What follows belongs to an exercise in optimizing a design on an open flow for small area, a short achievable clock period and few clock cycles; a production flow would make more cautious choices. Function was checked by simulation only, so behaviour that the tests miss may differ from the original. Power is estimated from default activity; no workload was simulated.

== run 1 ==
Design sa_top, start of the top module:
module sa_top #(
  parameter int ROWS = sa_pkg::ROWS,
  parameter int COLS = sa_pkg::COLS
) (
  input  logic                               clk,
  input  logic                               rst,
  input  logic [sa_pkg::AXIL_ADDR_W-1:0]     axil_awaddr,
  input  logic                               axil_awvalid,
  output logic                               axil_awready,
  input  logic [sa_pkg::AXIL_DATA_W-1:0]     axil_wdata,
  input  logic [3:0]                         axil_wstrb,
  input  logic                               axil_wvalid,
  output logic                               axil_wready,
  output logic [1:0]                         axil_bresp,
  output logic                               axil_bvalid,
  input  logic                               axil_bready,
  input  logic [sa_pkg::AXIL_ADDR_W-1:0]     axil_araddr,
  input  logic                               axil_arvalid,
  output logic                               axil_arready,
  output logic [sa_pkg::AXIL_DATA_W-1:0]     axil_rdata,
  output logic [1:0]                         axil_rresp,
  output logic                               axil_rvalid,
  input  logic                               axil_rready,
  input  logic [COLS-1:0][sa_pkg::W_IN-1:0]  k_data,
  input  logic                               k_last,
  input  logic                               k_valid,
  output logic                               k_ready,
  input  logic [ROWS-1:0][sa_pkg::W_IN-1:0]  x_data,
  input  logic                               x_last,
  input  logic                               x_valid,
  output logic                               x_ready,
  input  logic [ROWS-1:0][sa_pkg::W_ACC-1:0] a_data,
  input  logic                               a_valid,
  output logic                               a_ready,
  output logic [ROWS-1:0][sa_pkg::W_ACC-1:0] y_data,
  output logic                               y_last,
  output logic                               y_valid,
  input  logic                               y_ready
);
export LEC_CHECK = 0
export CAP_MARGIN = 5
export CORE_MARGIN = 2
export CORE_UTILIZATION = 40
export PLACE_DENSITY = 0.6
export SETUP_SLACK_MARGIN = 5
export SLEW_MARGIN = 5
export TNS_END_PERCENT = 5
create_clock -name core_clock -period 10.5 [get_ports {clk}]
run.sh (not shown) runs the stock make flow with config.mk's settings and CLKGATE_MAP_FILE= SYNTH_SCRIPT=/design/flow/synth_recipe.tcl, a recipe that flattens the netlist after the stock synthesis.
Testbench counts of run 1, summed over its fixed seeds: cycles 5,239.
Relative to run 1, the following input files were edited for run 2:
# run 1
export LEC_CHECK = 0
export CAP_MARGIN = 5
export CORE_MARGIN = 2
export CORE_UTILIZATION = 40
export PLACE_DENSITY = 0.6
export SETUP_SLACK_MARGIN = 5
export SLEW_MARGIN = 5
export TNS_END_PERCENT = 5
create_clock -name core_clock -period 10.5 [get_ports {clk}]
# run 2
export LEC_CHECK = 0
export CAP_MARGIN = 20
export CORE_MARGIN = 2
export CORE_UTILIZATION = 40
export PLACE_DENSITY = 0.6
export SLEW_MARGIN = 20
export TNS_END_PERCENT = 5
create_clock -name core_clock -period 10.5 [get_ports {clk}]
==> flow/flow/run.sh (new file) <==
#!/bin/bash
set -euo pipefail
bash standard.sh "BUFFER_PORTS_ARGS=-buffer_cell sky130_fd_sc_hd__buf_1" SETUP_SLACK_MARGIN=5.4 finish > standard.log 2>&1
==> flow/standard.sh (new file) <==
#!/bin/bash
# synth_recipe.tcl (not shown) runs the flow's synth.tcl, then flattens the netlist and writes it again
# the make line also repeats each setting of config.mk as NAME=value (left out here)
make -C /OpenROAD-flow-scripts/flow DESIGN_CONFIG=/design/flow/config.mk WORK_HOME=/design/flow/orfs CLKGATE_MAP_FILE= SYNTH_SCRIPT=/design/flow/synth_recipe.tcl "${@:-finish}"
removed: flow/run.sh
Compared with run 1, in run 2 area growth from synthesis to final layout increased 1.3 points; sequential power about even; number of CTS-inserted buffers dropped 2; final setup skew was more or less identical.
Lower share of the cycle needed by the critical path after routing goes to run 2 over run 1.
Run 2 ends up with a portion of total power attributed to the clock network that is 1.3 points lower than in run 1.
Where register-to-register slack is concerned, run 1 is outperformed by run 2.
Start-to-end type of the worst setup path = primary input to register: run 2; start-to-end type of the worst setup path = primary input to output port: run 1
#### Input delta (run 3 over run 2)
# run 2
export LEC_CHECK = 0
export CAP_MARGIN = 20
export CORE_MARGIN = 2
export CORE_UTILIZATION = 40
export PLACE_DENSITY = 0.6
export SLEW_MARGIN = 20
export TNS_END_PERCENT = 5
create_clock -name core_clock -period 10.5 [get_ports {clk}]
# run 3
export LEC_CHECK = 0
export CAP_MARGIN = 20
export CORE_MARGIN = 2
export CORE_UTILIZATION = 55
export CTS_CLUSTER_DIAMETER = 120
export CTS_CLUSTER_SIZE = 24
export PLACE_DENSITY = 0.7
export SETUP_SLACK_MARGIN = 5
export SLEW_MARGIN = 20
export TNS_END_PERCENT = 5
create_clock -name core_clock -period 10.5 [get_ports {clk}]
==> flow/flow/run.sh <==
#!/bin/bash
# The standard layout, with the smallest buffer on each input and output port
# (every port still gets its own buffer; the repair steps resize them where
# timing needs it). make's full output goes to standard.log.
set -euo pipefail
bash standard.sh "BUFFER_PORTS_ARGS=-buffer_cell sky130_fd_sc_hd__buf_1" finish > standard.log 2>&1
## What came out
NOTE: number of antenna violations at the first check in global routing in run 3 falls short of that of run 2. On share of the clock period used by the worst path after layout: run 3 sits above run 2. Run 3 went all the way through the flow, and no timing, DRC or antenna check failed. Final cell count is higher on run 2. On relative contribution of the clock network to total power: run 3 sits below run 2. Delta(number of cells on the worst reg-to-reg path, run 3 - run 2) < 0. Per the comparison of run 3 with run 2, sum of routed wire segments on met1 lost 10 mm; global-route wire length before repair lost 27 mm. [run 3 vs run 2] count of clock-buffer cells in the layout: lower in run 3. Delta (run 3 minus run 2): fill cell total of the finished layout lost 5264, area added between synthesis and finish lost 8.4 points.
Input-level comparison between run 4 and run 3:
# run 3
export LEC_CHECK = 0
export CAP_MARGIN = 20
export CORE_MARGIN = 2
export CORE_UTILIZATION = 55
export CTS_CLUSTER_DIAMETER = 120
export CTS_CLUSTER_SIZE = 24
export PLACE_DENSITY = 0.7
export SETUP_SLACK_MARGIN = 5
export SLEW_MARGIN = 20
export TNS_END_PERCENT = 5
create_clock -name core_clock -period 10.5 [get_ports {clk}]
# run 4
export LEC_CHECK = 0
export CAP_MARGIN = 20
export CORE_MARGIN = 2
export CORE_UTILIZATION = 40
export PLACE_DENSITY = 0.6
export SETUP_SLACK_MARGIN = 5
export SLEW_MARGIN = 20
export TNS_END_PERCENT = 5
create_clock -name core_clock -period 10.5 [get_ports {clk}]
==> run notes <==
For run 4, the capturing element of the worst setup path was grid_i.bank[281]$_DFFE_PP_, unlike run 3, where it was grid_i.bank[377]$_DFFE_PP_. Changes observed in run 4 relative to run 3: global-route met1 utilization went down 9.1 points; die width saw an increase; proportion of cell area occupied by registers has decreased. Going from run 3 to run 4, power grows by about 11%.

========
Setup of build 98:
Starting RTL as in the previous note.
// sa_top
module sa_top #(
  parameter int ROWS = sa_pkg::ROWS,
  parameter int COLS = sa_pkg::COLS
) (
  input  logic                               clk,
  input  logic                               rst,
  input  logic [sa_pkg::AXIL_ADDR_W-1:0]     axil_awaddr,
  input  logic                               axil_awvalid,
  output logic                               axil_awready,
  input  logic [sa_pkg::AXIL_DATA_W-1:0]     axil_wdata,
  input  logic [3:0]                         axil_wstrb,
  input  logic                               axil_wvalid,
  output logic                               axil_wready,
  output logic [1:0]                         axil_bresp,
  output logic                               axil_bvalid,
  input  logic                               axil_bready,
  input  logic [sa_pkg::AXIL_ADDR_W-1:0]     axil_araddr,
  input  logic                               axil_arvalid,
  output logic                               axil_arready,
  output logic [sa_pkg::AXIL_DATA_W-1:0]     axil_rdata,
  output logic [1:0]                         axil_rresp,
  output logic                               axil_rvalid,
  input  logic                               axil_rready,
  input  logic [COLS-1:0][sa_pkg::W_IN-1:0]  k_data,
  input  logic                               k_last,
  input  logic                               k_valid,
  output logic                               k_ready,
  input  logic [ROWS-1:0][sa_pkg::W_IN-1:0]  x_data,
  input  logic                               x_last,
  input  logic                               x_valid,
  output logic                               x_ready,
  input  logic [ROWS-1:0][sa_pkg::W_ACC-1:0] a_data,
  input  logic                               a_valid,
  output logic                               a_ready,
  output logic [ROWS-1:0][sa_pkg::W_ACC-1:0] y_data,
  output logic                               y_last,
  output logic                               y_valid,
  input  logic                               y_ready
);
export LEC_CHECK = 0
export CAP_MARGIN = 20
export CORE_MARGIN = 2
export CORE_UTILIZATION = 40
export CTS_CLUSTER_DIAMETER = 140
export CTS_CLUSTER_SIZE = 24
export PLACE_DENSITY = 0.6
export SETUP_SLACK_MARGIN = 5
export SLEW_MARGIN = 20
export TNS_END_PERCENT = 0
create_clock -name core_clock -period 10.5 [get_ports {clk}]
standard.sh (not shown) runs the stock make flow with config.mk's settings and CLKGATE_MAP_FILE= SYNTH_SCRIPT=/design/flow/synth_recipe.tcl, a recipe that flattens the netlist after the stock synthesis.
==> flow/flow/run.sh <==
#!/bin/bash
# The standard layout, with the smallest buffer on each input and output port
# (every port still gets its own buffer; the repair steps resize them where
# timing needs it). make's full output goes to standard.log.
set -euo pipefail
bash standard.sh "BUFFER_PORTS_ARGS=-buffer_cell sky130_fd_sc_hd__buf_1" finish > standard.log 2>&1
Testbench counts of build 98, summed over its fixed seeds: cycles 5,239.
The following lists how build 15 was set up differently from build 98:
# build 98
export LEC_CHECK = 0
export CAP_MARGIN = 20
export CORE_MARGIN = 2
export CORE_UTILIZATION = 40
export CTS_CLUSTER_DIAMETER = 140
export CTS_CLUSTER_SIZE = 24
export PLACE_DENSITY = 0.6
export SETUP_SLACK_MARGIN = 5
export SLEW_MARGIN = 20
export TNS_END_PERCENT = 0
create_clock -name core_clock -period 10.5 [get_ports {clk}]
# build 15
export LEC_CHECK = 0
export CAP_MARGIN = 20
export CORE_MARGIN = 2
export CORE_UTILIZATION = 55
export CTS_CLUSTER_DIAMETER = 130
export CTS_CLUSTER_SIZE = 30
export PLACE_DENSITY = 0.7
export SETUP_SLACK_MARGIN = 5
export SLEW_MARGIN = 20
export TNS_END_PERCENT = 5
create_clock -name core_clock -period 10.5 [get_ports {clk}]
[summary]
- Comparing the two runs side by side, build 15 comes out ahead of build 98 on fmax.
- Between build 98 and build 15, the difference in top-level port count is negligible.
- On power of the combinational group, build 98 and build 15 are neck and neck.
- Share of post-route cells with drive strength above 1: build 98 and build 15 compared, lower one is build 98
- Taking build 98 as the reference, in build 15 proportion of power drawn by combinational gates about even, data arrival time of the critical path rose 2.59 ns, sequential share of layout area about even, total wire length fell 7.6 mm.
- Going from build 98 to build 15, total power grows by about 1.8%.
- The global-route usage of build 15 exceeds that of build 98 by 6.9 points.
Input-level comparison between build 23 and build 15:
# build 15
export LEC_CHECK = 0
export CAP_MARGIN = 20
export CORE_MARGIN = 2
export CORE_UTILIZATION = 55
export CTS_CLUSTER_DIAMETER = 130
export CTS_CLUSTER_SIZE = 30
export PLACE_DENSITY = 0.7
export SETUP_SLACK_MARGIN = 5
export SLEW_MARGIN = 20
export TNS_END_PERCENT = 5
create_clock -name core_clock -period 10.5 [get_ports {clk}]
# build 23
export LEC_CHECK = 0
export CAP_MARGIN = 20
export CORE_MARGIN = 2
export CORE_UTILIZATION = 40
export CTS_CLUSTER_DIAMETER = 140
export CTS_CLUSTER_SIZE = 24
export PLACE_DENSITY = 0.6
export SETUP_SLACK_MARGIN = 5
export SLEW_MARGIN = 20
export TNS_END_PERCENT = 5
create_clock -name core_clock -period 10.5 [get_ports {clk}]
Findings:
- The final layout from build 23, which completed every stage, passed the timing, DRC and antenna checks at the end of the flow.
- On clock latency reported for the late side of the worst-skew pair, build 23 tracks build 15 almost exactly.
- Going from build 15 to build 23, non-clock buffer count went down, first-pass GRT wire length now sits higher, post-route cell area now larger.
- Highest routed metal layer: met4 -> build 23, met5 -> build 15

========
Another version of the RTL of sa_top (not shown whole).
Size in the first run: about 370 I/O pins, roughly 0.062 mm² of cells after synthesis.
clock: 10.5 ns
lec_check: 0
cap_margin: 20
core_margin: 2
core_utilization: 40
cts_cluster_diameter: 140
cts_cluster_size: 24
place_density: 0.6
setup_slack_margin: 5
slew_margin: 20
tns_end_percent: 0
Scripts as last shown in full above: flow/flow/run.sh
Testbench counts at the start, summed over its fixed seeds: cycles 5,239.
Then changed:
--- a/flow/config.mk
+++ b/flow/config.mk
@@ -10,2 +10,2 @@
-export CORE_UTILIZATION = 40
-export CTS_CLUSTER_DIAMETER = 140
+export CORE_UTILIZATION = 55
+export CTS_CLUSTER_DIAMETER = 120
@@ -13 +13 @@
-export PLACE_DENSITY = 0.6
+export PLACE_DENSITY = 0.7
@@ -16 +16 @@
-export TNS_END_PERCENT = 0
+export TNS_END_PERCENT = 5
Outcome:
- power goes up by 0.64%
- hold slack is better by 0.0055 ns
- wire length goes down by 0.58%
Then changed:
--- a/flow/config.mk
+++ b/flow/config.mk
@@ -10,2 +10,2 @@
-export CORE_UTILIZATION = 55
-export CTS_CLUSTER_DIAMETER = 120
+export CORE_UTILIZATION = 40
+export CTS_CLUSTER_DIAMETER = 140
@@ -13 +13 @@
-export PLACE_DENSITY = 0.7
+export PLACE_DENSITY = 0.6
After rerunning: Non-clock buffer count went down by 48; clock power stays flat; design area grows by 0.39%; flip-flop and latch count stays the same; core utilization falls by 16 points; power is about the same; worst hold slack got worse by 0.0081 ns; maximum frequency goes down by 0.50%.
Then changed:
==> flow/run.sh (new file) <==
#!/bin/bash
# synth_recipe.tcl (not shown) runs the flow's synth.tcl, then flattens the netlist and writes it again
# the make line also repeats each setting of config.mk as NAME=value (left out here)
make -C /OpenROAD-flow-scripts/flow DESIGN_CONFIG=/design/flow/config.mk WORK_HOME=/design/flow/orfs CLKGATE_MAP_FILE= SYNTH_SCRIPT=/design/flow/synth_recipe.tcl finish
removed: flow/flow/run.sh
removed: flow/standard.sh
Effect: Routed wire length rose by 2.1%. Clock power goes down by about 4%. Core utilization climbs by 1.5 points.

========
Another version of the RTL of sa_top (not shown whole).
Size in the first run: ~6600 cells after synthesis, ~690 flip-flops, roughly 370 I/O pins.
clock: 10.5 ns
lec_check: 0
cap_margin: 20
core_margin: 2
core_utilization: 40
place_density: 0.6
setup_slack_margin: 5
slew_margin: 20
tns_end_percent: 5
==> flow/flow/run.sh <==
#!/bin/bash
# The standard layout, with the smallest buffer on each input and output port
# (every port still gets its own buffer; the repair steps resize them where
# timing needs it). make's full output goes to standard.log.
set -euo pipefail
bash standard.sh "BUFFER_PORTS_ARGS=-buffer_cell sky130_fd_sc_hd__buf_1" finish > standard.log 2>&1
The baseline completed with no timing, DRC or antenna violations.
Testbench counts at the start, summed over its fixed seeds: cycles 5,239.
Rerun with:
Settings changed: CORE_UTILIZATION 40 to 55, CTS_CLUSTER_DIAMETER set to 120, CTS_CLUSTER_SIZE set to 24, PLACE_DENSITY 0.6 to 0.7.
Result: The changed run ran to the end with no violations; worst hold slack hardly moves; final cell count went down by a little under a tenth; die area went down by a quarter to a third; worst setup slack improves by 0.024 ns; clock power went down by well over a third; power went down by a little under a tenth.

[re-timing with driven ports]
In the flow no input, the clock included, has a driving cell. The finished layouts below were timed again as built, in two steps.
Step 1 assumes that a clkbuf_16 drives the clock port and a buf_2 every other input.
Step 2 adds t to the input delays and takes it off the output delays; t is the mean of the earliest and latest rising clock arrival at the registers after step 1. Input paths then give back, and output paths get back, about the clock's delay inside the block.
a / b / c = no drivers / after step 1 / after step 2; a / b = the first two.
run | t, ns | setup slack, ns | clock arrival spread, ns
run 1 | 0.815 | 5.013 / 4.962 / 4.271 | 0.042 / 0.041
run 2 | 0.821 | 5.157 / 5.172 / 4.362 | 0.047 / 0.047
run 3 | 0.729 | 5.002 / 4.967 / 4.299 | 0.053 / 0.054
run 4 | 0.815 | 5.008 / 4.952 / 4.209 | 0.045 / 0.044
build 98 | 0.734 | 4.969 / 4.921 / 4.271 | 0.042 / 0.042
build 15 | 0.732 | 4.986 / 4.967 / 4.279 | 0.032 / 0.032
build 23 | 0.744 | 4.990 / 4.946 / 4.280 | 0.034 / 0.035
the first run of note 3 | 0.728 | 4.902 / 4.883 / 4.155 | 0.041 / 0.041
the second run of note 3 | 0.727 | 4.957 / 4.901 / 4.174 | 0.044 / 0.044
the third run of note 3 | 0.725 | 4.930 / 4.901 / 4.176 | 0.028 / 0.028
the fourth run of note 3 | 0.732 | 4.909 / 4.893 / 4.176 | 0.049 / 0.049
the first run of note 4 | 0.825 | 4.895 / 4.952 / 4.138 | 0.039 / 0.039
the second run of note 4 | 0.734 | 4.919 / 4.922 / 4.243 | 0.025 / 0.026
After both steps setup and hold are still met in every run listed. The setup slack of run 4, which loses most, moves by -0.056 ns with the drivers and by -0.799 ns with both steps.
